This design comes from an exercise in tuning for small area and a short achievable clock period on the open sky130 flow, not from production work. Function was checked by simulation only, so behaviour that the tests miss may differ from the original. Power and IR drop assume default switching activity.

`config.mk`:
```
export PLATFORM = sky130hd
export DESIGN_NAME = branch_predictor
export DESIGN_NICKNAME = branch_predictor
export VERILOG_FILES = /design/flow/design.v
export SDC_FILE = /design/flow/constraint.sdc
export NUM_CORES = 4
export LEC_CHECK = 0
export CAP_MARGIN = 20
export CORE_MARGIN = 2
export CORE_UTILIZATION = 40
export SETUP_SLACK_MARGIN = 0.5
export SLEW_MARGIN = 20
```
`constraint.sdc`:
```
create_clock -name core_clock -period 10.0 [get_ports {clk}]
set_input_delay 2.0000 -clock core_clock [delete_from_list [all_inputs] [get_ports {clk}]]
set_output_delay 2.0000 -clock core_clock [all_outputs]
set_load 0.01 [all_outputs]
```
`design.v`:
```
package bp_pkg;
  localparam int BP_MAX_XLEN = 64;
  localparam logic [1:0] SNT = 2'b00;
  localparam logic [1:0] WNT = 2'b01;
  localparam logic [1:0] WT  = 2'b10;
  localparam logic [1:0] ST  = 2'b11;
  typedef struct packed {
    logic                   valid;
    logic [BP_MAX_XLEN-1:0] tag;
    logic [1:0]             ctr;
    logic [BP_MAX_XLEN-1:0] target;
  } bp_entry_t;
  function automatic logic [1:0] sat_inc(input logic [1:0] c);
    sat_inc = (c == ST) ? ST : c + 2'd1;
  endfunction
  function automatic logic [1:0] sat_dec(input logic [1:0] c);
    sat_dec = (c == SNT) ? SNT : c - 2'd1;
  endfunction
endpackage
module bp_sat_counter #(
  parameter int W = 16
) (
  input  logic         clk,
  input  logic         reset,
  input  logic         inc,
  output logic [W-1:0] count
);
  always_ff @(posedge clk or posedge reset) begin
    if (reset) begin
      count <= '0;
    end else if (inc && (count != '1)) begin
      count <= count + W'(1);
    end
  end
endmodule
module branch_predictor
#(
  parameter int XLEN    = 32,
  parameter int ENTRIES = 32,
  parameter int CNT_W   = 16
) (
  input  logic             clk,
  input  logic             reset,
  input  logic             enable,
  input  logic [XLEN-1:0]  lookup_pc,
  output logic             pred_taken,
  output logic [XLEN-1:0]  pred_target,
  input  logic             upd_valid,
  input  logic [XLEN-1:0]  upd_pc,
  input  logic             upd_taken,
  input  logic [XLEN-1:0]  upd_target,
  input  logic             upd_pred_taken,
  input  logic [XLEN-1:0]  upd_pred_target,
  output logic             mispredict,
  output logic [XLEN-1:0]  redirect_pc,
  output logic [CNT_W-1:0] mispredict_count
);
  localparam int IDX_W = $clog2(ENTRIES);
  localparam int TAG_W = XLEN - IDX_W - 2;
  logic [ENTRIES-1:0]             v_q;
  logic [ENTRIES-1:0]             p_q;
  logic [ENTRIES-1:0]             c0_q;
  logic [ENTRIES-1:0][TAG_W-1:0]  tag_q;
  logic [ENTRIES-1:0][XLEN-1:0]   tgt_q;
  logic [IDX_W-1:0] lk_idx;
  logic [TAG_W-1:0] lk_tag;
  logic             lk_p;
  logic [TAG_W-1:0] lk_etag;
  logic [XLEN-1:0]  lk_tgt;
  assign lk_idx  = lookup_pc[IDX_W+1:2];
  assign lk_tag  = lookup_pc[XLEN-1:IDX_W+2];
  logic [ENTRIES-1:0] lk_sel;
  always_comb begin
    lk_p    = 1'b0;
    lk_etag = '0;
    lk_tgt  = '0;
    for (int i = 0; i < ENTRIES; i++) begin
      lk_sel[i] = (lk_idx == IDX_W'(i));
      lk_p    = lk_p    | (lk_sel[i] & p_q[i]);
      lk_etag = lk_etag | ({TAG_W{lk_sel[i]}} & tag_q[i]);
      lk_tgt  = lk_tgt  | ({XLEN{lk_sel[i]}} & tgt_q[i]);
    end
  end
  assign pred_taken  = !reset && lk_p && (lk_etag == lk_tag);
  assign pred_target = pred_taken ? lk_tgt : lookup_pc + XLEN'(4);
  assign mispredict  = upd_valid && !reset &&
                       ((upd_taken != upd_pred_taken) ||
                        (upd_taken && (upd_target != upd_pred_target)));
  assign redirect_pc = upd_taken ? upd_target : upd_pc + XLEN'(4);
  logic [IDX_W-1:0] up_idx;
  logic [TAG_W-1:0] up_tag;
  logic             up_hit;
  logic [1:0]       up_ctr;
  logic [1:0]       new_ctr;
  logic             wr;
  assign up_idx  = upd_pc[IDX_W+1:2];
  assign up_tag  = upd_pc[XLEN-1:IDX_W+2];
  logic [ENTRIES-1:0] up_sel;
  logic             up_v;
  logic [TAG_W-1:0] up_etag;
  always_comb begin
    up_v    = 1'b0;
    up_ctr  = '0;
    up_etag = '0;
    for (int i = 0; i < ENTRIES; i++) begin
      up_sel[i] = (up_idx == IDX_W'(i));
      up_v    = up_v    | (up_sel[i] & v_q[i]);
      up_ctr  = up_ctr  | ({2{up_sel[i]}} & {p_q[i], c0_q[i]});
      up_etag = up_etag | ({TAG_W{up_sel[i]}} & tag_q[i]);
    end
  end
  assign up_hit  = up_v && (up_etag == up_tag);
  assign new_ctr = !up_hit  ? bp_pkg::WT :
                   upd_taken ? bp_pkg::sat_inc(up_ctr) : bp_pkg::sat_dec(up_ctr);
  assign wr      = upd_valid && enable && !reset;
  logic [ENTRIES-1:0] we_t;
  logic [ENTRIES-1:0] we_c;
  always_comb begin
    for (int i = 0; i < ENTRIES; i++) begin
      we_t[i] = wr && up_sel[i] && upd_taken;
      we_c[i] = wr && up_sel[i] && (upd_taken || up_hit);
    end
  end
  always_ff @(posedge clk or posedge reset) begin
    if (reset) begin
      v_q <= '0;
      p_q <= '0;
    end else begin
      for (int i = 0; i < ENTRIES; i++) begin
        if (we_t[i]) v_q[i] <= 1'b1;
        if (we_c[i]) p_q[i] <= new_ctr[1];
      end
    end
  end
  always_ff @(posedge clk) begin
    for (int i = 0; i < ENTRIES; i++) begin
      if (we_c[i]) c0_q[i] <= new_ctr[0];
      if (we_t[i]) begin
        tag_q[i] <= up_tag;
        tgt_q[i] <= upd_target;
      end
    end
  end
  bp_sat_counter #(
    .W(CNT_W)
  ) u_mispredict_cnt (
    .clk   (clk),
    .reset (reset),
    .inc   (mispredict && enable),
    .count (mispredict_count)
  );
endmodule
```
`run.sh`:
```
#!/bin/bash
# synth_recipe.tcl (not shown) runs the flow's synth.tcl, then flattens the netlist and writes it again
# the make line also repeats each setting of config.mk as NAME=value (left out here)
make -C /OpenROAD-flow-scripts/flow DESIGN_CONFIG=/design/flow/config.mk WORK_HOME=/design/flow/orfs CLKGATE_MAP_FILE= SYNTH_SCRIPT=/design/flow/synth_recipe.tcl finish
```
==> reports/qor.yml, run 1 <==
die:
  design.portCount: 216
  dieArea_um2: 203000
  die_h_um: 451
  die_w_um: 451
  start_util: 0.403
  num_rows: 163
  core_area_um2: 198000
grt:
  antenna_found_initial: 45
  grt-ovfl-total: 0
  top_usage_layer: "met2"
  grt_start_max_net_pins: 77
  grt_use_total: 0.406
  met2_usage: 0.567
  grt_pass1_vias: 56900
  grtUsageMet3: 0.160
  grt_use_met1: 0.508
  grt_pass1_wl_mm: 549
min_path:
  holdPathStages: 1
  hold_path.class: "register to register"
  hold_end: "v_q[2]"
  hp-start: "v_q[2]"
yosys:
  synth_nets: 5220
  ys_seq_elements: 1936
  async_flop_share: 0.0413
  synth_ff_type: "edfxtp_1"
  syn_area_um2: 79800
  synth_area_per_cell_um2: 15.7
  synth_cells: 5073
  ys_seq_area_frac: 0.723
  synth.distinct_cells: 83
  synth-edff-count: 1856
  yosysWarnings: 2
sta:
  setup-violations-final: 0
  relSlewSlack: 0.110
  slew_violations: 0
  fin_ws_ps: 529
  rsz0062_at_grt: "no"
  worstMarginPinSlew_ps: 1320
  finClkSkew_ps: 107
  fin_crit_ps: 9470
  hold_viol: 0
  period_share: 0.947
  fmax_mhz: 106
route:
  post_drt_wl_per_cell_um: 50.7
  drtAntennaViolNets: 0
  via_per_inst: 7.55
  num_vias: 63200
  first_pass_iters: 13
  routed_wl_mm: 424
  drt_iter0_markers: 14800
  drc: 0
final_layout:
  drive_above_1_share: 0.174
  final_util: 0.478
  layout_commonest_cell: "edfxtp_1"
  final_cell_mix: "1,856 x edfxtp_1, 727 x a22oi_1, 360 x buf_4"
  nets: 5652
  nFillCells: 17000
  syn2layout_area_growth_pct: 18.6
critical_path:
  rr_worst_depth: 11
  critical_path_peak_fanout: 16
  arrival_ps: 7470
  rrSetupSlack_ps: 4860
  setup.worst_path.end_class: "primary output"
  rr_endpoint: "p_q[20]"
  cp.required_ps: 8000
  crit_type: "input pin to primary output"
  crit-reg2reg-launch: "tag_q[37]"
  worst_setup_path_start_kind: "input pin"
clocking:
  cts_buffers: 202
  cts_tree: "built"
  htreeDepth: 4
  clockBufferDepth: 3
  cts-root-buf: "clkbuf_16"
  clock-sinks: 1936
  insertion_delay_ps: 940
  clk_pin_slew_ps: 60
power:
  seqPwrFrac: 0.501
  vdd_drop_max_v: 0.000208
  p_leak_nw: 30.5
  power.density_nw_per_um2: 188
  power_frac_clock: 0.422
  combPwrFrac: 0.077
  switchingPower_mw: 4.41
  switching_share: 0.247
  power.internal_mw: 13.4
placed_design:
  dp_hpwl_mm: 258
  gp_congestion: 1.08
  portBuffers: 215
  pre_cts_slack_ps: -331
status:
  status: "complete, no violations"
run:
  drv_cap: 0
## per-layer routing
| metal | part of all wire | vias up | wire length [um] |
|---|---|---|---|
| met2 | 0.41 | 7035 | 174000 |
| met1 | 0.34 | 31900 | 144000 |
| met3 | 0.15 | 1957 | 65500 |
| li1 | - | 22300 | - |
| met4 | 0.094 | 22 | 39600 |
| met5 | 0.00037 | - | 156 |
## worst max-delay path, cell delays in order
cell             delay (ps)
clkdlybuf4s18_2         450
inv_1                   170
ha_2                    320
nor4b_2                 210
buf_4                   300
a221oi_1                420
nand3_1                 120
or4_1                   640
xor2_1                  220
nor4_1                  290
buf_4                   160
or4bb_1                 440
nor4b_4                 350
buf_4                   210
buf_4                   180
buf_12                  180
mux2i_1                 220
clkdlybuf4s50_1         570
## power groups by stage
stage	Combinational, mW	Sequential (mW)	Clock, mW
finish	1.37	8.94	7.54
global route	1.34	8.94	7.83
CTS	1.27	8.94	7.52
detailed placement	1.27	9.11	0
global placement	1.27	9.11	0
floorplan	0.452	9.11	0
## kinds of logic after synthesis
kind of cell / count (synthesis) / synth area share
flip-flops: 1936 / 0.723
AO/OA/AOI/OAI: 1440 / 0.143
AND/OR/NAND/NOR: 898 / 0.0665
buffers and inverters: 468 / 0.0249
multiplexers: 174 / 0.0245
XOR/XNOR: 143 / 0.0157
adder cells (fa/ha/maj): 14 / 0.00216
## metrics by stage
stage | total power [mW] | area, um2 | setup TNS, ps | hold slack, ps | cells
4_1_cts | 17.7 | 94400 | 0 | 468 | 8302
3_5_place_dp | 10.4 | 87900 | -3860 | 450 | 7932
5_1_grt | 18.1 | 94600 | 0 | 475 | 8319
6_report | 17.8 | 94700 | 0 | 464 | 8360
3_3_place_gp | 10.4 | 87800 | -3570 | 448 | 7931
2_1_floorplan | 9.56 | 79800 | 0 | 433 | 5073
## cell usage after synthesis (all sizes together) (9+ instances only)
library cell / number / share of area
a22o: 128 / 0.014
dfrtp: 80 / 0.025
and4b: 22 / 0.0028
mux2i: 58 / 0.0073
o311ai: 9 / 0.00099
nor2b: 24 / 0.0019
buf: 151 / 0.010
xnor2: 70 / 0.0077
a32oi: 62 / 0.0068
nor4: 58 / 0.0050
clkbuf: 233 / 0.011
a222oi: 130 / 0.016
nor3b: 17 / 0.0016
and4: 14 / 0.0015
nand2: 165 / 0.0078
and3: 34 / 0.0027
o2111ai: 11 / 0.0012
and3b: 16 / 0.0018
mux2: 110 / 0.016
nor3: 47 / 0.0030
a32o: 13 / 0.0016
nor4b: 13 / 0.0021
nand3: 96 / 0.0060
a221oi: 126 / 0.014
edfxtp: 1856 / 0.70
inv: 83 / 0.0039
nand2b: 10 / 0.00078
o21ai: 69 / 0.0043
a2111oi: 11 / 0.0015
nor2: 77 / 0.0036
o211ai: 39 / 0.0037
a31oi: 9 / 0.00071
ha: 13 / 0.0020
nand3b: 14 / 0.0013
nor4bb: 22 / 0.0028
o22ai: 22 / 0.0017
o221ai: 10 / 0.0011
nand4: 194 / 0.015
or2: 34 / 0.0027
and2: 10 / 0.00078
xor2: 73 / 0.0080
a22oi: 727 / 0.068
a21oi: 29 / 0.0018
## timing repair
action,4_1_cts,5_1_grt
buffers inserted,1,6
hold buffers,0,0
resized for setup,9,10
setup endpoints to repair,33,32
pin swaps,1,4
endpoints found under the hold margin,0,0
## flip-flops by register name (all words and copies together) (netlist names)
register	cells
u_mispredict_cnt.count	16
tgt_q	1024
c0_q	32
v_q	32
tag_q	800
p_q	32
## worst max-delay path by stage
stage	to	slack, ps	startpoint	cells after the start
6_report	pred_target[28]	530	lookup_pc[2]	18
5_1_grt	pred_target[28]	510	lookup_pc[2]	18
2_1_floorplan	pred_target[3]	2070	lookup_pc[4]	17
4_1_cts	pred_target[19]	510	lookup_pc[3]	17
3_5_place_dp	pred_target[2]	-330	lookup_pc[2]	18
3_3_place_gp	pred_target[2]	-340	lookup_pc[2]	17
## final cells by class
cell class | count | area, um2 | area share
inverters | 84 | 317 | 0.00334
clock inverters | 125 | 1260 | 0.0133
clock buffers | 244 | 5240 | 0.0554
multi-input cells | 2669 | 21100 | 0.223
diodes | 50 | 125 | 0.00132
well taps | 2640 | 3300 | 0.0349
flip-flops and latches | 1936 | 57700 | 0.610
repair buffers | 612 | 5580 | 0.0590
==> inputs of run 2 (changes only) <==
--- a/design.v
+++ b/design.v
@@ -69,18 +69,24 @@
   logic [XLEN-1:0]  lk_tgt;
   assign lk_idx  = lookup_pc[IDX_W+1:2];
   assign lk_tag  = lookup_pc[XLEN-1:IDX_W+2];
-  logic [ENTRIES-1:0] lk_sel;
+  localparam int NGRP = ENTRIES / 4;
+  localparam int RD_W = 1 + TAG_W + XLEN;
+  logic [3:0]                  lk_lo;
+  logic [NGRP-1:0]             lk_hi;
+  logic [NGRP-1:0][RD_W-1:0]   lk_grp;
+  logic [RD_W-1:0]             lk_rd;
   always_comb begin
-    lk_p    = 1'b0;
-    lk_etag = '0;
-    lk_tgt  = '0;
-    for (int i = 0; i < ENTRIES; i++) begin
-      lk_sel[i] = (lk_idx == IDX_W'(i));
-      lk_p    = lk_p    | (lk_sel[i] & p_q[i]);
-      lk_etag = lk_etag | ({TAG_W{lk_sel[i]}} & tag_q[i]);
-      lk_tgt  = lk_tgt  | ({XLEN{lk_sel[i]}} & tgt_q[i]);
+    for (int k = 0; k < 4; k++)    lk_lo[k] = (lk_idx[1:0] == 2'(k));
+    for (int g = 0; g < NGRP; g++) lk_hi[g] = (lk_idx[IDX_W-1:2] == (IDX_W-2)'(g));
+    lk_rd = '0;
+    for (int g = 0; g < NGRP; g++) begin
+      lk_grp[g] = '0;
+      for (int k = 0; k < 4; k++)
+        lk_grp[g] = lk_grp[g] | ({RD_W{lk_lo[k]}} & {p_q[4*g+k], tag_q[4*g+k], tgt_q[4*g+k]});
+      lk_rd = lk_rd | ({RD_W{lk_hi[g]}} & lk_grp[g]);
     end
   end
+  assign {lk_p, lk_etag, lk_tgt} = lk_rd;
   assign pred_taken  = !reset && lk_p && (lk_etag == lk_tag);
   assign pred_target = pred_taken ? lk_tgt : lookup_pc + XLEN'(4);
   assign mispredict  = upd_valid && !reset &&
@@ -95,21 +101,26 @@
   logic             wr;
   assign up_idx  = upd_pc[IDX_W+1:2];
   assign up_tag  = upd_pc[XLEN-1:IDX_W+2];
-  logic [ENTRIES-1:0] up_sel;
-  logic             up_v;
-  logic [TAG_W-1:0] up_etag;
+  localparam int UP_W = 3 + TAG_W;
+  logic [3:0]                  up_lo;
+  logic [NGRP-1:0]             up_hi;
+  logic [NGRP-1:0][UP_W-1:0]   up_grp;
+  logic [UP_W-1:0]             up_rd;
+  logic                        up_v;
+  logic [TAG_W-1:0]            up_etag;
   always_comb begin
-    up_v    = 1'b0;
-    up_ctr  = '0;
-    up_etag = '0;
-    for (int i = 0; i < ENTRIES; i++) begin
-      up_sel[i] = (up_idx == IDX_W'(i));
-      up_v    = up_v    | (up_sel[i] & v_q[i]);
-      up_ctr  = up_ctr  | ({2{up_sel[i]}} & {p_q[i], c0_q[i]});
-      up_etag = up_etag | ({TAG_W{up_sel[i]}} & tag_q[i]);
+    for (int k = 0; k < 4; k++)    up_lo[k] = (up_idx[1:0] == 2'(k));
+    for (int g = 0; g < NGRP; g++) up_hi[g] = (up_idx[IDX_W-1:2] == (IDX_W-2)'(g));
+    up_rd = '0;
+    for (int g = 0; g < NGRP; g++) begin
+      up_grp[g] = '0;
+      for (int k = 0; k < 4; k++)
+        up_grp[g] = up_grp[g] | ({UP_W{up_lo[k]}} & {v_q[4*g+k], p_q[4*g+k], c0_q[4*g+k], tag_q[4*g+k]});
+      up_rd = up_rd | ({UP_W{up_hi[g]}} & up_grp[g]);
     end
   end
-  assign up_hit  = up_v && (up_etag == up_tag);
+  assign {up_v, up_ctr, up_etag} = up_rd;
+  assign up_hit = up_v && (up_etag == up_tag);
   assign new_ctr = !up_hit  ? bp_pkg::WT :
                    upd_taken ? bp_pkg::sat_inc(up_ctr) : bp_pkg::sat_dec(up_ctr);
   assign wr      = upd_valid && enable && !reset;
@@ -117,8 +128,8 @@
   logic [ENTRIES-1:0] we_c;
   always_comb begin
     for (int i = 0; i < ENTRIES; i++) begin
-      we_t[i] = wr && up_sel[i] && upd_taken;
-      we_c[i] = wr && up_sel[i] && (upd_taken || up_hit);
+      we_t[i] = wr && (up_idx == IDX_W'(i)) && upd_taken;
+      we_c[i] = wr && (up_idx == IDX_W'(i)) && (upd_taken || up_hit);
     end
   end
   always_ff @(posedge clk or posedge reset) begin
--- a/config.mk
+++ b/config.mk
@@ -8,5 +8,8 @@
 export CAP_MARGIN = 20
 export CORE_MARGIN = 2
 export CORE_UTILIZATION = 40
-export SETUP_SLACK_MARGIN = 0.5
+export CTS_BUF_LIST = sky130_fd_sc_hd__clkbuf_16
+export CTS_CLUSTER_DIAMETER = 60
+export CTS_CLUSTER_SIZE = 24
+export SETUP_SLACK_MARGIN = 3.5
 export SLEW_MARGIN = 20
==> reports/qor.yml, run 2 <==
yosys:
  yosysWarnings: 2  # unchanged
  synth_cells: 4882  # -3.8%
  ys_seq_elements: 1936  # unchanged
  synth_nets: 5027  # -3.7%
  synth_top_area_frac: 0.705  # +0.00705
  synth.most_common_cell: "edfxtp_1"
  synth-edff-count: 1856  # unchanged
  synthTopCellsByCount: "1,856 x edfxtp_1, 532 x a221oi_1, 532 x a22o_1"
  synth.distinct_cells: 48  # -42%
  ys_seq_area_frac: 0.731  # +0.00730
  async_flop_share: 0.0413  # unchanged
  syn_area_um2: 79000  # -1.0%
  synth_ff_type: "edfxtp_1"
  synth_area_per_cell_um2: 16.2  # +2.9%
  synth_area_leaders: "edfxtp_1 71%, a221oi_1 5.9%, a22o_1 5.9%"
  synth_top_area_cell: "edfxtp_1"
grt:
  grt-ovfl-total: 0  # unchanged
  grt_start_max_net_pins: 144  # +87%
  antenna_found_initial: 13  # -71%
  grt_use_total: 0.298  # -0.108
  grt_pass1_wl_mm: 419  # -24%
  grt_pass1_vias: 52000  # -8.7%
final_layout:
  nets: 5311  # -6.0%
  final_util: 0.472  # -0.00662
  syn2layout_area_growth_pct: 17.5
  final_area_um2: 92900  # -1.9%
  layout_commonest_cell: "edfxtp_1"
  final_cell_mix: "1,856 x edfxtp_1, 532 x a22o_1, 504 x a221oi_1"
  reg_top3: "tgt_q (1024), tag_q (800)"
  largest_reg_flops: 1024  # unchanged
  drive_above_1_share: 0.175  # +0.00116
  nFillCells: 16600  # -2.5%
  top_register: "tgt_q"
sta:
  setup_tns_ps: 0  # unchanged
  fin_crit_ps: 7620  # -1850 ps
  fmax_mhz: 131  # +24%
  period_share: 0.762  # -0.185
  rsz0062_at_grt: "yes"
  worstMarginPinSlew_ps: 1300  # -27.8 ps
  hold_viol: 0  # unchanged
  finClkSkew_ps: 79.3  # -27.2 ps
  relSlewSlack: 0.128  # +0.0187
  setup-violations-final: 0  # unchanged
  slew_violations: 0  # unchanged
  fin_ws_ps: 2380  # +1850 ps
critical_path:
  rr_endpoint: "p_q[30]"
  arrival_ps: 5620  # -1850 ps
  cp.required_ps: 8000  # about the same
  rr_worst_depth: 10  # -1
  critical_path_peak_fanout: 24  # +8
  crit_type: "input pin to primary output"
  setup.worst_path.end_class: "primary output"
  rrSetupSlack_ps: 5650  # +790 ps
  crit-reg2reg-launch: "tag_q[540]"
  worst_setup_path_start_kind: "input pin"
die:
  core_area_um2: 197000  # -0.52%
  dieArea_um2: 201000  # -0.99%
  die_w_um: 448  # -0.50%
  die_h_um: 448  # -0.50%
  num_rows: 163  # unchanged
  design.portCount: 216  # unchanged
  start_util: 0.401  # -0.00196
clocking:
  cts_buffers: 133  # -34%
  clockBufferDepth: 3  # unchanged
  cts_tree: "built"
  insertion_delay_ps: 860  # -80 ps
  cts-root-buf: "clkbuf_16"
  clock-sinks: 1936  # unchanged
  clk_pin_slew_ps: 80  # +20 ps
  cts_hold_buf: 0  # unchanged
  htreeDepth: 4  # unchanged
route:
  drt_iter0_markers: 9580  # -35%
  drtAntennaViolNets: 0  # unchanged
  drc: 0  # unchanged
  first_pass_iters: 8  # -5
  via_per_inst: 6.94  # -8.2%
  num_vias: 55000  # -13%
  routed_wl_mm: 307  # -27%
  post_drt_wl_per_cell_um: 38.8  # -23%
min_path:
  hp-start: "v_q[16]"
  hold_end: "v_q[16]"
  holdPathStages: 1  # unchanged
  hold_path.class: "register to register"
placed_design:
  dp_hpwl_mm: 165  # -36%
  gp_congestion: 0.888  # -18%
  pre_cts_slack_ps: 752  # +1080 ps
  portBuffers: 215  # unchanged
  place_area_um2: 86200  # -1.9%
power:
  vdd_drop_max_v: 0.000146  # -30%
  power.density_nw_per_um2: 176  # -6.8%
  p_leak_nw: 29.2  # -4.2%
  power_mw: 16.3  # -8.6%
run:
  drv_cap: 0  # unchanged
status:
  status: "complete, no violations"
-- run 2: cell count changes after synthesis, moves of 62 or more --
cell	before	now
a22oi_1	727	312
a221oi_1	125	532
a22o_1	128	532
o22ai_1	22	267
nand4_1	194	24
a21oi_1	29	168
a222oi_1	130	0
nand2_1	165	71
clkbuf_1	233	326
mux2_2	86	11
inv_1	82	14
a32oi_1	62	0
nor4_1	54	116
-- run 2: stage by stage --
| stage | cells | hold WS [ps] |
|---|---|---|
| floorplan | 4882 | 440 |
| global placement | 7576 | 451 |
| detailed placement | 7581 | 456 |
| CTS | 7893 | 476 |
| global route | 7916 | 487 |
| finish | 7923 | 475 |
-- run 2: logic make-up (layout without fill, tap and decap cells) --
| kind of cell | after synthesis | count (layout) | share of synthesized area |
|---|---|---|---|
| AND/OR/NAND/NOR | 421 | 423 | 0.0291 |
| adder cells (fa/ha/maj) | 11 | 11 | 0.00174 |
| flip-flops | 1936 | 1936 | 0.731 |
| AO/OA/AOI/OAI | 1883 | 1883 | 0.192 |
| other | 0 | 11 | 0 |
| XOR/XNOR | 134 | 134 | 0.0149 |
| buffers and inverters | 433 | 821 | 0.0219 |
| multiplexers | 64 | 64 | 0.00980 |
-- run 2: worst max-delay path: stages --
cell and delay, ps:
buf_2 430, nand3b_1 290, buf_12 370, o22ai_1 180
nor4_2 440, xor2_1 240, nand4_1 180, nor4_4 410
nand4_1 220, buf_6 220, buf_16 200, mux2i_4 200
buf_2 180
-- run 2: worst max-delay path by stage --
stage	depth (start not counted)	to	from	slack (ps)
final	13	pred_target[2]	lookup_pc[5]	2380
after global routing	18	pred_target[31]	lookup_pc[2]	2310
after CTS	18	pred_target[31]	lookup_pc[2]	2530
after detailed placement	14	pred_target[0]	lookup_pc[2]	750
after global placement	17	pred_target[3]	lookup_pc[2]	720
after floorplan	5	tag_q[400]	reset	2550
-- run 2: report_power, final --
part	switching, mW	internal, mW
Sequential	0.0361	8.91
Clock	3.10	2.77
Combinational	0.965	0.528
-- run 2: layout make-up --
| type | instances | area, um2 | area share |
|---|---|---|---|
| clock inverter | 108 | 1210 | 0.0130 |
| sequential | 1936 | 57700 | 0.622 |
| inverter | 17 | 82.6 | 0.000889 |
| antenna | 11 | 27.5 | 0.000296 |
| tap | 2640 | 3300 | 0.0356 |
| multi-input combinational | 2515 | 21000 | 0.227 |
| clock buffer | 133 | 3330 | 0.0358 |
| timing repair buffer | 563 | 6130 | 0.0661 |
-- run 2: repair_timing --
item,in CTS,in global routing
gates resized for setup,412,60
endpoints found under the setup margin,156,112
gates cloned,18,2
buffers inserted,53,16
pin swaps,42,20
-- run 2: metal layers --
metal | track usage | vias to the layer above | wire length (um) | part of all wire
met5 | 0 | - | 40 | 0.00013
met4 | 0.192 | 6 | 23500 | 0.076
met3 | 0.0631 | 911 | 34000 | 0.11
met2 | 0.453 | 4184 | 138000 | 0.45
met1 | 0.388 | 28300 | 112000 | 0.36
li1 | - | 21600 | - | -
==> inputs of run 3 (changes only) <==
==> flow/run.sh (new file) <==
#!/bin/bash
# Layout flow: the standard flow (standard.sh, all steps through finish),
# with the port buffers that global placement inserts made buf_2 cells
# instead of the flow's default choice. Every input and output port still
# gets its own buffer; everything else is the standard flow unchanged.
set -euo pipefail
export BUFFER_PORTS_ARGS="-buffer_cell sky130_fd_sc_hd__buf_2"
bash standard.sh finish > standard_flow.log 2>&1
==> standard.sh (new file) <==
#!/bin/bash
# synth_recipe.tcl (not shown) runs the flow's synth.tcl, then flattens the netlist and writes it again
# the make line also repeats each setting of config.mk as NAME=value (left out here)
make -C /OpenROAD-flow-scripts/flow DESIGN_CONFIG=/design/flow/config.mk WORK_HOME=/design/flow/orfs CLKGATE_MAP_FILE= SYNTH_SCRIPT=/design/flow/synth_recipe.tcl "${@:-finish}"
--- a/config.mk
+++ b/config.mk
@@ -9,7 +9,8 @@
 export CORE_MARGIN = 2
 export CORE_UTILIZATION = 40
 export CTS_BUF_LIST = sky130_fd_sc_hd__clkbuf_16
-export CTS_CLUSTER_DIAMETER = 60
+export CTS_CLUSTER_DIAMETER = 80
 export CTS_CLUSTER_SIZE = 24
+export PLACE_DENSITY = 0.75
 export SETUP_SLACK_MARGIN = 3.5
 export SLEW_MARGIN = 20
removed: run.sh
==> reports/qor.yml, run 3 <==
status:
  status: "complete, no violations"
grt:
  antenna_found_initial: 47  # +34
  top_usage_layer: "met2"
  grt-ovfl-total: 0  # unchanged
  grt_pass1_vias: 52100  # +0.29%
  grt_start_max_net_pins: 164  # +14%
  met2_usage: 0.406  # -0.0468
  grt_pass1_wl_mm: 397  # -5.3%
  grt_use_total: 0.278  # -0.0196
  grtUsageMet3: 0.0889  # +0.0259
  grt_use_met1: 0.340  # -0.0483
die:
  dieArea_um2: 201000  # unchanged
  die_h_um: 448  # unchanged
  num_rows: 163  # unchanged
  design.portCount: 216  # unchanged
  start_util: 0.401  # unchanged
  die_w_um: 448  # unchanged
  core_area_um2: 197000  # unchanged
power:
  vdd_drop_max_v: 0.000149  # +1.8%
  power.density_nw_per_um2: 166  # -5.4%
  p_leak_nw: 28.2  # -3.5%
yosys:
  synth_top_area_cell: "edfxtp_1"
  ys_seq_elements: 1936  # unchanged
  synth-edff-count: 1856  # unchanged
  syn_area_um2: 79000  # unchanged
  synth_area_per_cell_um2: 16.2  # unchanged
  synth_area_leaders: "edfxtp_1 71%, a221oi_1 5.9%, a22o_1 5.9%"
  synth_nets: 5027  # unchanged
  ys_seq_area_frac: 0.731  # unchanged
  synth.distinct_cells: 48  # unchanged
  yosysWarnings: 2  # unchanged
  synth_cells: 4882  # unchanged
  async_flop_share: 0.0413  # unchanged
  synth_top_area_frac: 0.705  # unchanged
  synth_ff_type: "edfxtp_1"
  synth.most_common_cell: "edfxtp_1"
  synthTopCellsByCount: "1,856 x edfxtp_1, 532 x a221oi_1, 532 x a22o_1"
sta:
  period_share: 0.780  # +0.0182
  whs_ps: 479  # +3.63 ps
  relSlewSlack: 0.132  # +0.00349
  rsz0062_at_grt: "yes"
  finClkSkew_ps: 79.7  # +0.368 ps
  hold_viol: 0  # unchanged
  worstMarginPinSlew_ps: 1300  # +3.63 ps
  setup_tns_ps: 0  # unchanged
  slew_violations: 0  # unchanged
  fin_crit_ps: 7800  # +182 ps
  fin_ws_ps: 2200  # -182 ps
  fmax_mhz: 128  # -2.3%
  setup-violations-final: 0  # unchanged
route:
  routed_wl_mm: 293  # -4.7%
  drc: 0  # unchanged
  via_per_inst: 7.18  # +3.5%
  drt_iter0_markers: 11800  # +23%
  num_vias: 55900  # +1.7%
  drtAntennaViolNets: 0  # unchanged
  first_pass_iters: 12  # +4
  post_drt_wl_per_cell_um: 37.6  # -3.0%
final_layout:
  final_area_um2: 90200  # -2.8%
  layout_commonest_cell: "edfxtp_1"
  nets: 5218  # -1.8%
  drive_above_1_share: 0.183  # +0.00826
  reg_top3: "tgt_q (1024), tag_q (800)"
  largest_reg_flops: 1024  # unchanged
  syn2layout_area_growth_pct: 14.2
  top_register: "tgt_q"
  final_cell_mix: "1,856 x edfxtp_1, 532 x a22o_1, 489 x a221oi_1"
critical_path:
  cp.required_ps: 8000  # about the same
  crit_slowest_cell: "a221oi_1"
  crit_top_cell: "buf_12"
  crit_chain: "buf_12, clkinvlp_4, ha_4, buf_12, buf_16, a221oi_1, o22ai_1, nor4_2, xor2_1, nand4_1, nor4_2, nand4_1, buf_6, buf_12, clkbuf_16, mux2i_4, buf_6"
  critical_path_peak_fanout: 9  # -63%
  crit_type: "input pin to primary output"
  crit_buf_inv: 8  # +3
  setup.worst_path.end_class: "primary output"
  slowest_delay_ps: 380  # -60 ps
  arrival_ps: 5800  # +180 ps
  worst_setup_path_start_kind: "input pin"
  crit_family: "buffers and inverters"
placed_design:
  dp_hpwl_mm: 152  # -7.9%
  gp_congestion: 0.921  # +3.6%
  pre_cts_slack_ps: 1100  # +351 ps
  portBuffers: 215  # unchanged
  place_area_um2: 84300  # -2.2%
clocking:
  htreeDepth: 3  # -1
  clk_pin_slew_ps: 100  # +20 ps
  cts_buffers: 98  # -26%
  clockBufferDepth: 3  # unchanged
  cts_tree: "built"
  cts-root-buf: "clkbuf_16"
  insertion_delay_ps: 820  # -40 ps
  clock-sinks: 1936  # unchanged
run:
  drv_cap: 0  # unchanged
min_path:
  hold_path.class: "register to register"
[run 3: cell types whose count changed in the layout (fill, tap and decap cells not counted), sizes merged, moves of 4 or more]
cell           change
buf               +96
clkdlybuf4s15      -9
dlygate4sd2       -11
clkbuf            -25
clkdlybuf4s50    -134
bufinv             -4
diode              +8
clkinv            -28
bufbuf             -7
inv               -18
[run 3: through the flow]
step	utilization	instances	power [mW]
2_1_floorplan	-	4882	9.77
3_3_place_gp	0.428	7504	10.3
3_5_place_dp	0.428	7508	10.4
4_1_cts	0.452	7728	14.8
5_1_grt	0.458	7775	15.3
6_report	0.458	7786	15.0
[run 3: layout make-up]
| type | instances | area, um2 |
|---|---|---|
| diodes | 19 | 47.5 |
| multi-input cells | 2517 | 21300 |
| repair buffers | 503 | 4690 |
| well taps | 2640 | 3300 |
| inverters | 17 | 83.8 |
| clock buffers | 99 | 2480 |
| clock inverters | 55 | 573 |
| flip-flops and latches | 1936 | 57700 |
| fillers | 16300 | 107000 |
[run 3: logic make-up after synthesis]
logic type | synth area share
DFF | 0.731
AOI/OAI and AO/OA | 0.192
buffers and inverters | 0.0219
and+or+nand+nor | 0.0291
xor gates and xnor gates | 0.0149
muxes | 0.00980
adders and majority gates | 0.00174
[run 3: timing repair]
item | CTS | global route
hold endpoints to repair | 0 | 0
resized for setup | 128 | 97
setup buffers | 52 | 23
cloned | 14 | 13
setup endpoints to repair | 136 | 86
hold buffers | 0 | 0
pin swaps | 45 | 27
[run 3: per-layer routing]
layer | share of wire | vias to the layer above
met3 | 0.16 | 1415
li1 | - | 21300
met1 | 0.31 | 27400
met2 | 0.43 | 5776
met5 | 0.0011 | -
met4 | 0.10 | 48
[run 3: report_power, final]
group          switching [mW]  leakage [nW]  internal (mW)
Combinational           0.964          8.79          0.478
Clock                    2.66          1.57           1.94
Sequential             0.0343          17.8           8.91
Total                    3.66          28.2           11.3
[run 3: path summary, 6_finish.rpt]
kind / depth (start not counted) / end / slack [ps] / start
hold / removal: 1 / v_q[0] / 480 / v_q[0]
hold reg to reg: 1 / v_q[0] / 480 / v_q[0]
min in group asynchronous: 2 / u_mispredict_cnt.count[0] / 1300 / reset
max in group asynchronous: 3 / p_q[18] / 7680 / reset
setup reg to reg: 10 / p_q[27] / 5360 / tag_q[640]
setup / recovery: 17 / pred_target[18] / 2200 / lookup_pc[3]
==> inputs of run 4 (changes only) <==
==> flow/run.sh (replaced) <==
#!/bin/bash
# Layout flow: the standard flow (standard.sh, all steps through finish),
# with the port buffers that global placement inserts made buf_1 cells
# instead of the flow's default choice. Every input and output port still
# gets its own buffer; everything else is the standard flow unchanged.
set -euo pipefail
export BUFFER_PORTS_ARGS="-buffer_cell sky130_fd_sc_hd__buf_1"
bash standard.sh finish > standard_flow.log 2>&1
--- a/config.mk
+++ b/config.mk
@@ -9,7 +9,7 @@
 export CORE_MARGIN = 2
 export CORE_UTILIZATION = 40
 export CTS_BUF_LIST = sky130_fd_sc_hd__clkbuf_16
-export CTS_CLUSTER_DIAMETER = 80
+export CTS_CLUSTER_DIAMETER = 100
 export CTS_CLUSTER_SIZE = 24
 export PLACE_DENSITY = 0.75
 export SETUP_SLACK_MARGIN = 3.5
==> reports/qor.yml, run 4 <==
grt:
  grt_pass1_vias: 52600  # +0.84%
  grt_use_total: 0.279  # +0.000675
  grt-ovfl-total: 0  # unchanged
  antenna_found_initial: 38  # -19%
  grt_pass1_wl_mm: 398  # +0.27%
  grt_start_max_net_pins: 151  # -7.9%
sta:
  whs_ps: 474  # -4.89 ps
  finClkSkew_ps: 34.4  # -45.3 ps
  relSlewSlack: 0.166  # +0.0342
  fmax_mhz: 119  # -7.0%
  period_share: 0.839  # +0.0584
  hold_viol: 0  # unchanged
  rsz0062_at_grt: "yes"
  fin_ws_ps: 1610  # -584 ps
  worstMarginPinSlew_ps: 1250  # -51.2 ps
  setup-violations-final: 0  # unchanged
  setup_tns_ps: 0  # unchanged
  slew_violations: 0  # unchanged
  fin_crit_ps: 8390  # +584 ps
route:
  drtAntennaViolNets: 0  # unchanged
  first_pass_iters: 9  # -3
  drt_iter0_markers: 11500  # -2.1%
  routed_wl_mm: 291  # -0.75%
  post_drt_wl_per_cell_um: 37.5  # -0.39%
  drc: 0  # unchanged
  via_per_inst: 7.21  # +0.43%
  num_vias: 55900  # +0.066%
power:
  combPwrFrac: 0.097  # about the same
  vdd_drop_max_v: 0.000143  # -4.4%
  switchingPower_mw: 3.51  # -4.1%
  switching_share: 0.240  # -0.00396
  power_frac_clock: 0.290  # -0.017
  seqPwrFrac: 0.612  # +0.015
  power.internal_mw: 11.1  # -2.0%
  p_leak_nw: 27.4  # -2.7%
  power.density_nw_per_um2: 164  # -1.3%
yosys:
  synthMuxAreaShare: 0.00980  # unchanged
  synth.distinct_cells: 48  # unchanged
  synthAdderAreaFrac: 0.00174  # unchanged
  synth_top_area_cell: "edfxtp_1"
  synth_compound_area_frac: 0.192  # unchanged
  synth.most_common_cell: "edfxtp_1"
  synth-simple-area-share: 0.0291  # unchanged
  syn_area_um2: 79000  # unchanged
  async_flop_share: 0.0413  # unchanged
  synth_ff_type: "edfxtp_1"
  synth_cells: 4882  # unchanged
  synth_area_per_cell_um2: 16.2  # unchanged
  synth-xor-area-share: 0.0149  # unchanged
  synth_area_leaders: "edfxtp_1 71%, a221oi_1 5.9%, a22o_1 5.9%"
  yosysWarnings: 2  # unchanged
  synth_top_family_by_area: "compound AO/OA/AOI/OAI gates"
  synthTopCellsByCount: "1,856 x edfxtp_1, 532 x a221oi_1, 532 x a22o_1"
  synth-edff-count: 1856  # unchanged
  synth_nets: 5027  # unchanged
  ys_seq_area_frac: 0.731  # unchanged
  ys_seq_elements: 1936  # unchanged
  synth_top_area_frac: 0.705  # unchanged
die:
  design.portCount: 216  # unchanged
  die_h_um: 448  # unchanged
  die_w_um: 448  # unchanged
  num_rows: 163  # unchanged
  core_area_um2: 197000  # unchanged
  start_util: 0.401  # unchanged
  dieArea_um2: 201000  # unchanged
final_layout:
  final_util: 0.453  # -0.00549
  layout_commonest_cell: "edfxtp_1"
  syn2layout_area_growth_pct: 12.8
  final_cell_mix: "1,856 x edfxtp_1, 532 x a22o_1, 493 x a221oi_1"
  drive_above_1_share: 0.145  # -0.0386
  reg_top3: "tgt_q (1024), tag_q (800)"
  nets: 5207  # -0.21%
  nFillCells: 16400  # +0.75%
  final_area_um2: 89200  # -1.2%
  top_register: "tgt_q"
  largest_reg_flops: 1024  # unchanged
critical_path:
  crit_type: "input pin to primary output"
  setup.worst_path.end_class: "primary output"
  slowest_delay_ps: 900  # +520 ps
  crit_buf_inv: 5  # -3
  worst_setup_path_start_kind: "input pin"
  cp.required_ps: 8000  # about the same
  critical_path_peak_fanout: 28  # +19
  arrival_ps: 6390  # +590 ps
  crit_chain: "buf_4, nand3_4, buf_12, o22ai_1, nor4_1, xor2_1, nand4_1, nor4_4, nand4_1, buf_6, buf_12, mux2i_4, clkbuf_2"
  crit_family: "simple AND/OR/NAND/NOR gates"
  crit_slowest_cell: "nor4_4"
clocking:
  clock-sinks: 1936  # unchanged
  htreeDepth: 3  # unchanged
  cts_hold_buf: 0  # unchanged
  cts_tree: "built"
  insertion_delay_ps: 800  # -20 ps
  clockBufferDepth: 3  # unchanged
  cts-root-buf: "clkbuf_16"
  cts_buffers: 91  # -7.1%
  clk_pin_slew_ps: 90  # about the same
placed_design:
  gp_congestion: 0.921  # about the same
  dp_hpwl_mm: 151  # -0.30%
  pre_cts_slack_ps: 713  # -390 ps
  place_area_um2: 84400  # +0.10%
  portBuffers: 215  # unchanged
min_path:
  hold_path.class: "register to register"
run:
  drv_cap: 0  # unchanged
status:
  status: "complete, no violations"
[run 4: cell counts after synthesis]
No cell type changed its count.
[run 4: final timing paths]
path                              start                   endpoint  slack (ps)  cells past startpoint
max in group asynchronous         reset                     p_q[7]        7600                      3
min                              v_q[7]                     v_q[7]         470                      1
max                        lookup_pc[5]            pred_target[29]        1610                     13
max reg2reg                  tag_q[640]                     p_q[6]        5350                     11
min reg2reg                      v_q[7]                     v_q[7]         470                      1
min in group asynchronous         reset  u_mispredict_cnt.count[3]        1370                      2
[run 4: metrics by stage]
step / total power, mW / instances
after floorplan: 9.77 / 4882
after global placement: 10.3 / 7537
after detailed placement: 10.4 / 7537
after CTS: 14.5 / 7733
after global routing: 14.9 / 7747
final: 14.6 / 7758
[run 4: per-layer routing]
metal  routed length (um)  vias to the layer above  track usage
met2               126000                     5537        0.412
met1                91400                    27700        0.330
met3                43900                     1477        0.100
met4                28700                       52        0.224
met5                  409                        -            0
li1                     -                    21200            -
[run 4: cell families (layout without fill, tap and decap cells)]
family	Yosys count	in the layout
compound gates	1883	1883
xor+xnor	134	134
fa+ha+maj	11	11
buf+inv	433	652
flops	1936	1936
mux	64	64
other cells	0	14
simple gates	421	424
[run 4: layout make-up]
class                           instances  area [um2]  share of cell area
Clock buffer                           93        2330              0.0261
Antenna cell                           14        35.0            0.000393
Tap cell                             2640        3300              0.0371
Inverter                               17        82.6            0.000926
Timing Repair Buffer                  500        4200              0.0471
Clock inverter                         42         293             0.00328
Sequential cell                      1936       57700               0.648
Multi-Input combinational cell       2516       21200               0.238
[run 4: power groups by stage]
stage | sequential (mW) | combinational (mW) | clock (mW)
after floorplan | 9.12 | 0.649 | 0
after detailed placement | 9.13 | 1.24 | 0
after global placement | 9.13 | 1.22 | 0
final | 8.95 | 1.42 | 4.24
after global routing | 8.95 | 1.44 | 4.47
after CTS | 8.94 | 1.34 | 4.21
[run 4: what timing repair did]
item / CTS / global route
buffers inserted: 47 / 10
pin swaps: 63 / 9
gates resized for setup: 177 / 50
setup endpoints to repair: 152 / 76
cloned: 14 / 0
==> inputs of run 5 (changes only) <==
--- a/design.v
+++ b/design.v
@@ -64,8 +64,6 @@
   logic [ENTRIES-1:0][XLEN-1:0]   tgt_q;
   logic [IDX_W-1:0] lk_idx;
   logic [TAG_W-1:0] lk_tag;
-  logic             lk_p;
-  logic [TAG_W-1:0] lk_etag;
   logic [XLEN-1:0]  lk_tgt;
   assign lk_idx  = lookup_pc[IDX_W+1:2];
   assign lk_tag  = lookup_pc[XLEN-1:IDX_W+2];
@@ -74,20 +72,27 @@
   logic [3:0]                  lk_lo;
   logic [NGRP-1:0]             lk_hi;
   logic [NGRP-1:0][RD_W-1:0]   lk_grp;
-  logic [RD_W-1:0]             lk_rd;
+  logic [NGRP-1:0]             lk_ghit;
+  logic                        lk_hit;
+  logic                        lk_gp;
+  logic [TAG_W-1:0]            lk_gtag;
+  logic [XLEN-1:0]             lk_gtgt;
   always_comb begin
     for (int k = 0; k < 4; k++)    lk_lo[k] = (lk_idx[1:0] == 2'(k));
     for (int g = 0; g < NGRP; g++) lk_hi[g] = (lk_idx[IDX_W-1:2] == (IDX_W-2)'(g));
-    lk_rd = '0;
+    lk_tgt = '0;
+    lk_hit = 1'b0;
     for (int g = 0; g < NGRP; g++) begin
       lk_grp[g] = '0;
       for (int k = 0; k < 4; k++)
         lk_grp[g] = lk_grp[g] | ({RD_W{lk_lo[k]}} & {p_q[4*g+k], tag_q[4*g+k], tgt_q[4*g+k]});
-      lk_rd = lk_rd | ({RD_W{lk_hi[g]}} & lk_grp[g]);
+      {lk_gp, lk_gtag, lk_gtgt} = lk_grp[g];
+      lk_ghit[g] = lk_gp && (lk_gtag == lk_tag);
+      lk_tgt = lk_tgt | ({XLEN{lk_hi[g]}} & lk_gtgt);
+      lk_hit = lk_hit | (lk_hi[g] & lk_ghit[g]);
     end
   end
-  assign {lk_p, lk_etag, lk_tgt} = lk_rd;
-  assign pred_taken  = !reset && lk_p && (lk_etag == lk_tag);
+  assign pred_taken  = !reset && lk_hit;
   assign pred_target = pred_taken ? lk_tgt : lookup_pc + XLEN'(4);
   assign mispredict  = upd_valid && !reset &&
                        ((upd_taken != upd_pred_taken) ||
==> flow/run.sh (replaced) <==
#!/bin/bash
# Layout flow: the standard flow (standard.sh, all steps through finish),
# with the port buffers that global placement inserts made buf_2 cells
# instead of the flow's default choice. Every input and output port still
# gets its own buffer; everything else is the standard flow unchanged.
set -euo pipefail
export BUFFER_PORTS_ARGS="-buffer_cell sky130_fd_sc_hd__buf_2"
bash standard.sh finish > standard_flow.log 2>&1
--- a/config.mk
+++ b/config.mk
@@ -9,7 +9,7 @@
 export CORE_MARGIN = 2
 export CORE_UTILIZATION = 40
 export CTS_BUF_LIST = sky130_fd_sc_hd__clkbuf_16
-export CTS_CLUSTER_DIAMETER = 100
+export CTS_CLUSTER_DIAMETER = 80
 export CTS_CLUSTER_SIZE = 24
 export PLACE_DENSITY = 0.75
 export SETUP_SLACK_MARGIN = 3.5
==> reports/qor.yml, run 5 <==
status:
  status: "complete, no violations"
grt:
  grt_start_max_net_pins: 141  # -6.6%
  grt_pass1_wl_mm: 415  # +4.1%
  grt-ovfl-total: 0  # unchanged
  grt_pass1_vias: 53200  # +1.3%
  grt_use_total: 0.286  # +0.00703
  antenna_found_initial: 44  # +16%
final_layout:
  syn2layout_area_growth_pct: 12.4
  layout_commonest_cell: "edfxtp_1"
  register_area_um2: 57700  # unchanged
  final_area_um2: 89900  # +0.81%
  top_register: "tgt_q"
  largest_reg_flops: 1024  # unchanged
  multi_input_area_um2: 21900  # +3.4%
  final_cell_mix: "1,856 x edfxtp_1, 530 x a22o_1, 474 x a221oi_1"
  reg_top3: "tgt_q (1024), tag_q (800)"
  nets: 5416  # +4.0%
  drive_above_1_share: 0.165  # +0.0200
  nFillCells: 16900  # +3.2%
critical_path:
  worst_setup_path_start_kind: "input pin"
  rr_worst_depth: 10  # -1
  critical_path_peak_fanout: 11  # -61%
  crit_slowest_cell: "nand4_1"
  crit_type: "input pin to primary output"
  setup.worst_path.end_class: "primary output"
  crit_chain: "buf_12, inv_4, ha_4, buf_6, buf_16, buf_4, a221oi_4, xor2_4, nand4_1, nor3_1, nand4_1, nand4_1, o21ai_4, buf_12, buf_12, mux2i_4, buf_2"
  arrival_ps: 5650  # -740 ps
  cp.required_ps: 8000  # about the same
  slowest_delay_ps: 410  # -490 ps
power:
  p_leak_nw: 28.5  # +3.7%
  vdd_drop_max_v: 0.000131  # -7.8%
  power.density_nw_per_um2: 164  # about the same
route:
  via_per_inst: 7.15  # -0.79%
  first_pass_iters: 8  # -1
  drt_iter0_markers: 12300  # +6.9%
  drc: 0  # unchanged
  post_drt_wl_per_cell_um: 38.0  # +1.4%
  num_vias: 57200  # +2.2%
  drtAntennaViolNets: 0  # unchanged
  routed_wl_mm: 303  # +4.4%
yosys:
  ys_seq_elements: 1936  # unchanged
  synth_cells: 5095  # +4.4%
  synth-edff-count: 1856  # unchanged
  yosysWarnings: 2  # unchanged
  synth_area_per_cell_um2: 15.7  # -3.0%
  synth_area_leaders: "edfxtp_1 70%, a22o_1 5.8%, a221oi_1 5.8%"
  synth_ff_type: "edfxtp_1"
  synth_top_area_frac: 0.697  # -0.00859
  synth_nets: 5240  # +4.2%
  async_flop_share: 0.0413  # unchanged
  ys_seq_area_frac: 0.722  # -0.00889
  synth_top_area_cell: "edfxtp_1"
  synth.most_common_cell: "edfxtp_1"
  syn_area_um2: 80000  # +1.2%
  synth.distinct_cells: 54  # +13%
  synthTopCellsByCount: "1,856 x edfxtp_1, 530 x a22o_1, 529 x a221oi_1"
sta:
  slew_violations: 0  # unchanged
  whs_ps: 478  # +3.92 ps
  fin_crit_ps: 7650  # -739 ps
  fmax_mhz: 131  # +9.7%
  setup_tns_ps: 0  # unchanged
  finClkSkew_ps: 56.6  # +22.2 ps
  rsz0062_at_grt: "yes"
  setup-violations-final: 0  # unchanged
  worstMarginPinSlew_ps: 1150  # -97.7 ps
  relSlewSlack: 0.231  # +0.0653
  fin_ws_ps: 2350  # +739 ps
  hold_viol: 0  # unchanged
  period_share: 0.765  # -0.0739
placed_design:
  portBuffers: 215  # unchanged
  place_area_um2: 85100  # +0.85%
  gp_congestion: 1.06  # +15%
  dp_hpwl_mm: 176  # +16%
  pre_cts_slack_ps: 1520  # +809 ps
clocking:
  htreeDepth: 3  # unchanged
  cts-root-buf: "clkbuf_16"
  clock-sinks: 1936  # unchanged
  cts_tree: "built"
  clockBufferDepth: 3  # unchanged
  clk_pin_slew_ps: 100  # about the same
  insertion_delay_ps: 790  # about the same
  cts_buffers: 91  # unchanged
min_path:
  holdPathStages: 1  # unchanged
  hold_path.class: "register to register"
die:
  die_h_um: 451  # +0.61%
  design.portCount: 216  # unchanged
  start_util: 0.401  # about the same
  dieArea_um2: 204000  # +1.2%
  num_rows: 164  # +0.61%
  die_w_um: 451  # +0.61%
  core_area_um2: 199000  # +1.2%
run:
  drv_cap: 0  # unchanged
-- run 5: changes by cell type in the layout (fill, tap and decap cells not counted), moves of 25 or more --
cell	delta
buf_1	-163
o31a_1	+29
nor2_2	+25
o22ai_1	-105
nand4_1	+37
xnor2_1	+83
mux2_4	-26
xor2_1	+78
nor2_1	+51
buf_2	+202
clkbuf_2	-33
o21ai_0	+32
a2111oi_4	-27
-- run 5: layout make-up --
cell class	count	area share
Clock inverter	42	0.00337
Clock buffer	91	0.0253
Inverter	19	0.00102
Multi-Input combinational cell	2722	0.244
Timing Repair Buffer	501	0.0464
Antenna cell	24	0.000668
Tap cell	2656	0.0370
Sequential cell	1936	0.642
-- run 5: cell families after synthesis --
logic type | after synthesis | synth area share
AOI/OAI and AO/OA | 1805 | 0.177
xor gates and xnor gates | 309 | 0.0338
adders and majority gates | 13 | 0.00197
buffers and inverters | 438 | 0.0232
DFF | 1936 | 0.722
muxes | 36 | 0.00462
and+or+nand+nor | 558 | 0.0375
-- run 5: worst paths after layout --
check,startpoint,end,slack (ps)
min in group asynchronous,reset,u_mispredict_cnt.count[7],1300
max,lookup_pc[2],pred_target[30],2350
max reg2reg,tag_q[732],c0_q[31],5520
min reg2reg,v_q[31],v_q[31],480
min,v_q[31],v_q[31],480
max in group asynchronous,reset,p_q[4],7320
-- run 5: routing by layer --
metal / share of wire / GRT usage
met1: 0.32 / 0.346
met2: 0.43 / 0.426
met3: 0.16 / 0.0997
met4: 0.092 / 0.205
met5: 0.00064 / 0
-- run 5: what timing repair did --
action	in CTS	in global routing
endpoints found under the setup margin	102	113
gates cloned	6	1
gates resized for setup	184	38
buffers inserted	43	12
pin swaps	38	24
hold buffers	0	0
-- run 5: stage by stage --
stage	total power [mW]	utilization	instances
2_1_floorplan	9.81	-	5095
3_3_place_gp	10.5	0.426	7763
3_5_place_dp	10.5	0.427	7771
4_1_cts	14.6	0.449	7953
5_1_grt	15.0	0.451	7974
6_report	14.7	0.451	7991
-- run 5: critical path, delay by kind of cell --
| kind | cells | cell delay (ps) |
|---|---|---|
| XOR/XNOR | 1 | 330 |
| AND/OR/NAND/NOR | 4 | 1060 |
| buffers and inverters | 8 | 1190 |
| AO/OA/AOI/OAI | 2 | 450 |
| multiplexers | 1 | 310 |
| adder cells (fa/ha/maj) | 1 | 280 |
-- run 5: where the power goes --
group	switching (mW)	total (mW)	internal (mW)
combinational	1.06	1.54	0.476
clock	2.50	4.24	1.74
sequential	0.0342	8.94	8.91
==> inputs of run 6 (changes only) <==
--- a/design.v
+++ b/design.v
@@ -78,14 +78,14 @@
   logic [TAG_W-1:0]            lk_gtag;
   logic [XLEN-1:0]             lk_gtgt;
   always_comb begin
-    for (int k = 0; k < 4; k++)    lk_lo[k] = (lk_idx[1:0] == 2'(k));
-    for (int g = 0; g < NGRP; g++) lk_hi[g] = (lk_idx[IDX_W-1:2] == (IDX_W-2)'(g));
+    for (int k = 0; k < 4; k++)    lk_lo[k] = (lk_idx[IDX_W-1:IDX_W-2] == 2'(k));
+    for (int g = 0; g < NGRP; g++) lk_hi[g] = (lk_idx[IDX_W-3:0] == (IDX_W-2)'(g));
     lk_tgt = '0;
     lk_hit = 1'b0;
     for (int g = 0; g < NGRP; g++) begin
       lk_grp[g] = '0;
       for (int k = 0; k < 4; k++)
-        lk_grp[g] = lk_grp[g] | ({RD_W{lk_lo[k]}} & {p_q[4*g+k], tag_q[4*g+k], tgt_q[4*g+k]});
+        lk_grp[g] = lk_grp[g] | ({RD_W{lk_lo[k]}} & {p_q[NGRP*k+g], tag_q[NGRP*k+g], tgt_q[NGRP*k+g]});
       {lk_gp, lk_gtag, lk_gtgt} = lk_grp[g];
       lk_ghit[g] = lk_gp && (lk_gtag == lk_tag);
       lk_tgt = lk_tgt | ({XLEN{lk_hi[g]}} & lk_gtgt);
==> reports/qor.yml, run 6 <==
clocking:
  insertion_delay_ps: 800  # about the same
  cts-root-buf: "clkbuf_16"
  cts_tree: "built"
  clockBufferDepth: 3  # unchanged
  clock-sinks: 1936  # unchanged
  clk_pin_slew_ps: 90  # about the same
  cts_hold_buf: 0  # unchanged
  cts_buffers: 97  # +6.6%
  htreeDepth: 3  # unchanged
die:
  die_w_um: 457  # +1.2%
  dieArea_um2: 209000  # +2.5%
  core_area_um2: 204000  # +2.5%
  design.portCount: 216  # unchanged
  start_util: 0.401  # about the same
  num_rows: 166  # +1.2%
  die_h_um: 457  # +1.2%
route:
  wl_met3_mm: 43.5  # -8.5%
  routed.top_layer: "met5"
  met2_wirelength_mm: 126  # -4.8%
  post_drt_wl_per_cell_um: 38.2  # +0.72%
  drc: 0  # unchanged
  drtAntennaViolNets: 0  # unchanged
  first_pass_iters: 10  # +2
  wl_met1_mm: 90.9  # -5.1%
  drt_iter0_markers: 10600  # -14%
  routed_wl_mm: 287  # -5.5%
  via_per_inst: 6.89  # -3.6%
  num_vias: 51700  # -9.6%
min_path:
  hp-start: "v_q[0]"
  hold_path.class: "register to register"
run:
  drv_cap: 0  # unchanged
final_layout:
  syn2layout_area_growth_pct: 12.3  # about the same
  reg_top3: "tgt_q (1024), tag_q (800)"
  layout_commonest_cell: "edfxtp_1"
  largest_reg_flops: 1024  # unchanged
  final_area_um2: 92100  # +2.4%
  nets: 4897  # -9.6%
  drive_above_1_share: 0.262  # +0.0978
  final_cell_mix: "1,856 x edfxtp_1, 464 x mux4_2, 388 x a22oi_1"
  final_util: 0.451  # about the same
  top_register: "tgt_q"
yosys:
  yosysWarnings: 2  # unchanged
  synth.most_common_cell: "edfxtp_1"
  synth_area_leaders: "edfxtp_1 68%, mux4_2 13%, a22oi_1 3.6%"
  synth_ff_type: "edfxtp_1"
  synthMuxAreaShare: 0.128  # +0.124
  synth_nets: 4661  # -11%
  ys_seq_area_frac: 0.704  # -0.0175
  synth_cells: 4514  # -11%
  async_flop_share: 0.0413  # unchanged
  syn_area_um2: 82000  # +2.5%
  synthTopCellsByCount: "1,856 x edfxtp_1, 464 x mux4_2, 388 x a22oi_1"
  ys_seq_elements: 1936  # unchanged
  synth_area_per_cell_um2: 18.2  # +16%
  synth_top_family_by_area: "multiplexers"
  synth-edff-count: 1856  # unchanged
  synthAdderAreaFrac: 0.00223  # +0.000257
  synth_compound_area_frac: 0.0759  # -0.101
  synth-xor-area-share: 0.0328  # -0.00103
  synth.distinct_cells: 58  # +7.4%
  synth_top_area_frac: 0.680  # -0.0169
  synth-simple-area-share: 0.0372  # -0.000346
  synth_top_area_cell: "edfxtp_1"
critical_path:
  crit-reg2reg-launch: "tag_q[97]"
  worst_setup_path_start_kind: "input pin"
  cp.required_ps: 8000  # about the same
  crit_slowest_cell: "mux4_2"
  setup.worst_path.end_class: "primary output"
  slowest_delay_ps: 500  # +90 ps
  crit_buf_inv: 8  # unchanged
  critical_path_peak_fanout: 7  # -4
  setup.worst_path.start: "lookup_pc[5]"
  crit_chain: "bufbuf_16, buf_16, mux4_2, xnor2_1, nand4_1, nor4_2, a41oi_2, a31oi_4, buf_12, buf_8, buf_12, buf_8, buf_4, nor2_4, a21oi_2, buf_2"
  crit_family: "buffers and inverters"
  crit_type: "input pin to primary output"
  arrival_ps: 5350  # -300 ps
  rrSetupSlack_ps: 5570  # +50 ps
placed_design:
  place_area_um2: 86800  # +2.0%
  portBuffers: 215  # unchanged
  dp_hpwl_mm: 171  # -2.8%
  gp_congestion: 1.03  # -2.5%
power:
  vdd_drop_max_v: 0.000151  # +15%
  p_leak_nw: 28.9  # +1.6%
  power_mw: 14.8  # +0.25%
  power.density_nw_per_um2: 160  # -2.1%
grt:
  grt_use_total: 0.267  # -0.0191
  grt-ovfl-total: 0  # unchanged
  grt_start_max_net_pins: 113  # -20%
  grt_pass1_wl_mm: 391  # -5.7%
  antenna_found_initial: 48  # +9.1%
  grt_pass1_vias: 49100  # -7.8%
status:
  status: "complete, no violations"
sta:
  fmax_mhz: 136  # +4.0%
  slew_violations: 0  # unchanged
  setup_tns_ps: 0  # unchanged
  relSlewSlack: 0.149  # -0.0827
  setup-violations-final: 0  # unchanged
  fin_crit_ps: 7350  # -296 ps
  hold_viol: 0  # unchanged
  period_share: 0.735  # -0.0296
  rsz0062_at_grt: "yes"
  worstMarginPinSlew_ps: 1280  # +127 ps
  finClkSkew_ps: 51.1  # -5.51 ps
==> run 6: changes by cell type in the layout (fill, tap and decap cells not counted), moves of 29 or more <==
cell | before | now
o22ai_1 | 160 | 33
mux4_2 | 0 | 464
o21ai_0 | 56 | 27
a221oi_1 | 474 | 76
o31a_1 | 29 | 0
buf_4 | 214 | 153
a221oi_2 | 50 | 1
a22oi_1 | 316 | 388
a22o_1 | 530 | 70
nand2_1 | 85 | 149
==> run 6: repair_timing <==
item / 4_1_cts / 5_1_grt
endpoints found under the setup margin: 98 / 38
gates resized for setup: 166 / 97
endpoints found under the hold margin: 0 / 0
buffers inserted: 47 / 12
cloned: 17 / 3
pin swaps: 37 / 26
==> run 6: cells by family after synthesis <==
group,Yosys count
fa+ha+maj,15
xor+xnor,307
buf+inv,336
mux,469
compound gates,872
simple gates,579
flops,1936
==> run 6: routing by layer <==
layer,GRT usage,up-vias
met1,0.326,26100
met2,0.395,5101
li1,-,19200
met3,0.0859,1236
met4,0.203,30
met5,0,-
==> run 6: cell type report <==
cell class              count  area, um2
flip-flops and latches   1936      57700
clock buffers              98       2450
multi-input cells        2242      23800
well taps                2688       3360
fillers                 16900     112000
repair buffers            456       4230
clock inverters            38        379
inverters                  17       67.6
diodes                     20       50.0
==> run 6: final timing paths <==
| path | endpoint | cells past startpoint |
|---|---|---|
| worst max-delay path | pred_target[1] | 16 |
| worst min-delay path | v_q[0] | 1 |
| worst max register to register | p_q[16] | 9 |
| worst min register to register | v_q[0] | 1 |
| max in group asynchronous | v_q[31] | 3 |
| min in group asynchronous | u_mispredict_cnt.count[4] | 3 |
==> run 6: through the flow <==
step                setup WS [ps]  std cells  hold slack [ps]
finish                       2650       7495              477
global route                 2630       7483              491
CTS                          2780       7459              475
detailed placement           1110       7259              453
global placement             1140       7252              451
floorplan                    3470       4514              440
==> run 6: power breakdown <==
| part | internal, mW | switching [mW] |
|---|---|---|
| registers | 8.91 | 0.0333 |
| clock network | 1.84 | 2.58 |
| logic | 0.479 | 0.913 |
==> inputs of run 7 (changes only) <==
--- a/config.mk
+++ b/config.mk
@@ -7,7 +7,7 @@
 export LEC_CHECK = 0
 export CAP_MARGIN = 20
 export CORE_MARGIN = 2
-export CORE_UTILIZATION = 40
+export CORE_UTILIZATION = 50
 export CTS_BUF_LIST = sky130_fd_sc_hd__clkbuf_16
 export CTS_CLUSTER_DIAMETER = 80
 export CTS_CLUSTER_SIZE = 24
==> reports/qor.yml, run 7 <==
status:
  status: "complete, no violations"
clocking:
  cts-root-buf: "clkbuf_16"
  cts_buffers: 96  # -1.0%
  clk_pin_slew_ps: 90  # about the same
  cts_hold_buf: 0  # unchanged
  htreeDepth: 3  # unchanged
  clock-sinks: 1936  # unchanged
  cts_tree: "built"
placed_design:
  dp_hpwl_mm: 164  # -4.2%
  pre_cts_slack_ps: 1590  # +483 ps
  gp_congestion: 1.03  # +0.22%
final_layout:
  reg_top3: "tgt_q (1024), tag_q (800)"
  multi_input_area_um2: 23900  # +0.51%
  nFillCells: 12000  # -29%
  drive_above_1_share: 0.261  # -0.00160
  register_area_um2: 57700  # unchanged
  layout_commonest_cell: "edfxtp_1"
  final_util: 0.560  # +0.109
critical_path:
  crit_type: "input pin to primary output"
  worst_setup_path_start_kind: "input pin"
  arrival_ps: 5250  # -100 ps
  rr_worst_depth: 9  # unchanged
  critical_path_peak_fanout: 12  # +5
  crit-reg2reg-launch: "tag_q[117]"
  cp.required_ps: 8000  # about the same
yosys:
  synth_top_family_by_area: "multiplexers"
  synthMuxAreaShare: 0.128  # unchanged
  synth-simple-area-share: 0.0372  # unchanged
  ys_seq_elements: 1936  # unchanged
  yosysWarnings: 2  # unchanged
  async_flop_share: 0.0413  # unchanged
  synth_nets: 4661  # unchanged
  synthTopCellsByCount: "1,856 x edfxtp_1, 464 x mux4_2, 388 x a22oi_1"
  synth_compound_area_frac: 0.0759  # unchanged
  synth_area_leaders: "edfxtp_1 68%, mux4_2 13%, a22oi_1 3.6%"
  synth_top_area_cell: "edfxtp_1"
  synthAdderAreaFrac: 0.00223  # unchanged
  synth-edff-count: 1856  # unchanged
  ys_seq_area_frac: 0.704  # unchanged
  synth.distinct_cells: 58  # unchanged
min_path:
  hp-start: "v_q[5]"
  hold_path.class: "register to register"
  holdPathStages: 1  # unchanged
  hold_end: "v_q[5]"
route:
  num_vias: 51600  # -0.14%
  drc: 0  # unchanged
  drt_iter0_markers: 10200  # -3.7%
  via_per_inst: 7.43  # +7.9%
  drtAntennaViolNets: 0  # unchanged
grt:
  grt_pass1_wl_mm: 383  # -2.0%
  grt_start_max_net_pins: 135  # +19%
  antenna_found_initial: 32  # -33%
  grt-ovfl-total: 0  # unchanged
  grt_pass1_vias: 48800  # -0.72%
  grt_use_total: 0.329  # +0.0621
power:
  power.density_nw_per_um2: 163  # +1.4%
  power_mw: 14.8  # +0.37%
  p_leak_nw: 28.8  # -0.26%
  vdd_drop_max_v: 0.000210  # +39%
die:
  dieArea_um2: 167000  # -20%
  die_w_um: 409  # -10%
  die_h_um: 409  # -10%
  core_area_um2: 163000  # -20%
sta:
  period_share: 0.725  # -0.0104
  relSlewSlack: 0.162  # +0.0130
  fmax_mhz: 138  # +1.4%
  fin_ws_ps: 2750  # +104 ps
  whs_ps: 474  # -3.23 ps
  finClkSkew_ps: 46.3  # -4.80 ps
  fin_crit_ps: 7250  # -104 ps
  worstMarginPinSlew_ps: 1260  # -19.5 ps
run 7: cell counts after synthesis:
Identical to the previous run, type by type.
run 7: final cells by class:
class,instances,share of cell area
Sequential cell,1936,0.634
Tap cell,2175,0.0299
Clock buffer,97,0.0266
Antenna cell,9,0.000247
Inverter,17,0.000742
Timing Repair Buffer,423,0.0413
Multi-Input combinational cell,2242,0.262
Clock inverter,40,0.00531
run 7: kinds of logic after synthesis:
| family | Yosys count |
|---|---|
| fa+ha+maj | 15 |
| flops | 1936 |
| buf+inv | 336 |
| xor+xnor | 307 |
| simple gates | 579 |
| compound gates | 872 |
| mux | 469 |
run 7: repair_timing:
action | in CTS | in global routing
gates resized for setup | 184 | 93
pin swaps | 28 | 19
gates cloned | 16 | 1
setup endpoints to repair | 78 | 71
setup buffers | 36 | 11
run 7: worst max-delay path by stage:
stage	from	to	slack, ps
CTS	lookup_pc[5]	pred_target[24]	2880
global route	lookup_pc[5]	pred_target[4]	2730
global placement	lookup_pc[5]	pred_target[18]	1630
detailed placement	lookup_pc[5]	pred_target[18]	1590
floorplan	lookup_pc[5]	pred_target[30]	3470
finish	lookup_pc[5]	pred_target[24]	2750
run 7: power by group:
| part | internal (mW) | switching, mW | leakage, nW |
|---|---|---|---|
| sequential | 8.91 | 0.0343 | 17.8 |
| clock | 1.89 | 2.61 | 1.46 |
| combinational | 0.474 | 0.898 | 9.54 |
| total | 11.3 | 3.55 | 28.8 |
run 7: per-stage QoR:
step	cells	instance area [um2]
final	6939	91100
after global placement	6727	86000
after detailed placement	6728	86000
after floorplan	4514	82400
after CTS	6917	90600
after global routing	6935	91100
run 7: worst max-delay path, stage by stage:
cell     delay (ps)
buf_16          130
buf_4           220
buf_16          190
mux4_2          530
xor2_1          210
nor4_1          600
a41oi_2         270
a31oi_4         250
buf_12          200
buf_6           130
buf_16          160
nor2_2           60
a21oi_2         110
buf_2           130
run 7: metal layers:
metal,share of wire,wire length (um),vias to the layer above,global-route usage
met5,0.0012,327,-,0
met4,0.064,17800,32,0.176
met3,0.17,48000,959,0.135
met2,0.43,121000,5252,0.471
met1,0.33,92000,26200,0.430
li1,-,-,19100,-

[port drivers added, routing unchanged]
No port has a modelled driver above. Below, the same layouts with a new extraction and two added sets of constraints.
Step 1: set_driving_cell puts a clkbuf_16 on clk and a buf_2 on each other input, an assumption about the parent block.
Step 2 times the ports against the registers' clock, not the clock port: input delays grow and output delays shrink by t, the midpoint of the rising clock arrivals with the driver on.
a / b / c = ideal / step 1 / step 2; a / b = the first two.
| run | t (ns) | slack for setup (ns) |
|---|---|---|
| run 1 | 0.978 | 0.529 / 0.503 / 0.503 |
| run 2 | 0.904 | 2.379 / 2.291 / 2.291 |
| run 3 | 0.873 | 2.197 / 2.018 / 2.018 |
| run 4 | 0.868 | 1.613 / 1.482 / 1.482 |
| run 5 | 0.842 | 2.353 / 2.286 / 2.286 |
| run 6 | 0.844 | 2.648 / 2.221 / 2.221 |
| run 7 | 0.860 | 2.753 / 2.340 / 2.340 |
After both steps every run listed still meets setup and hold.
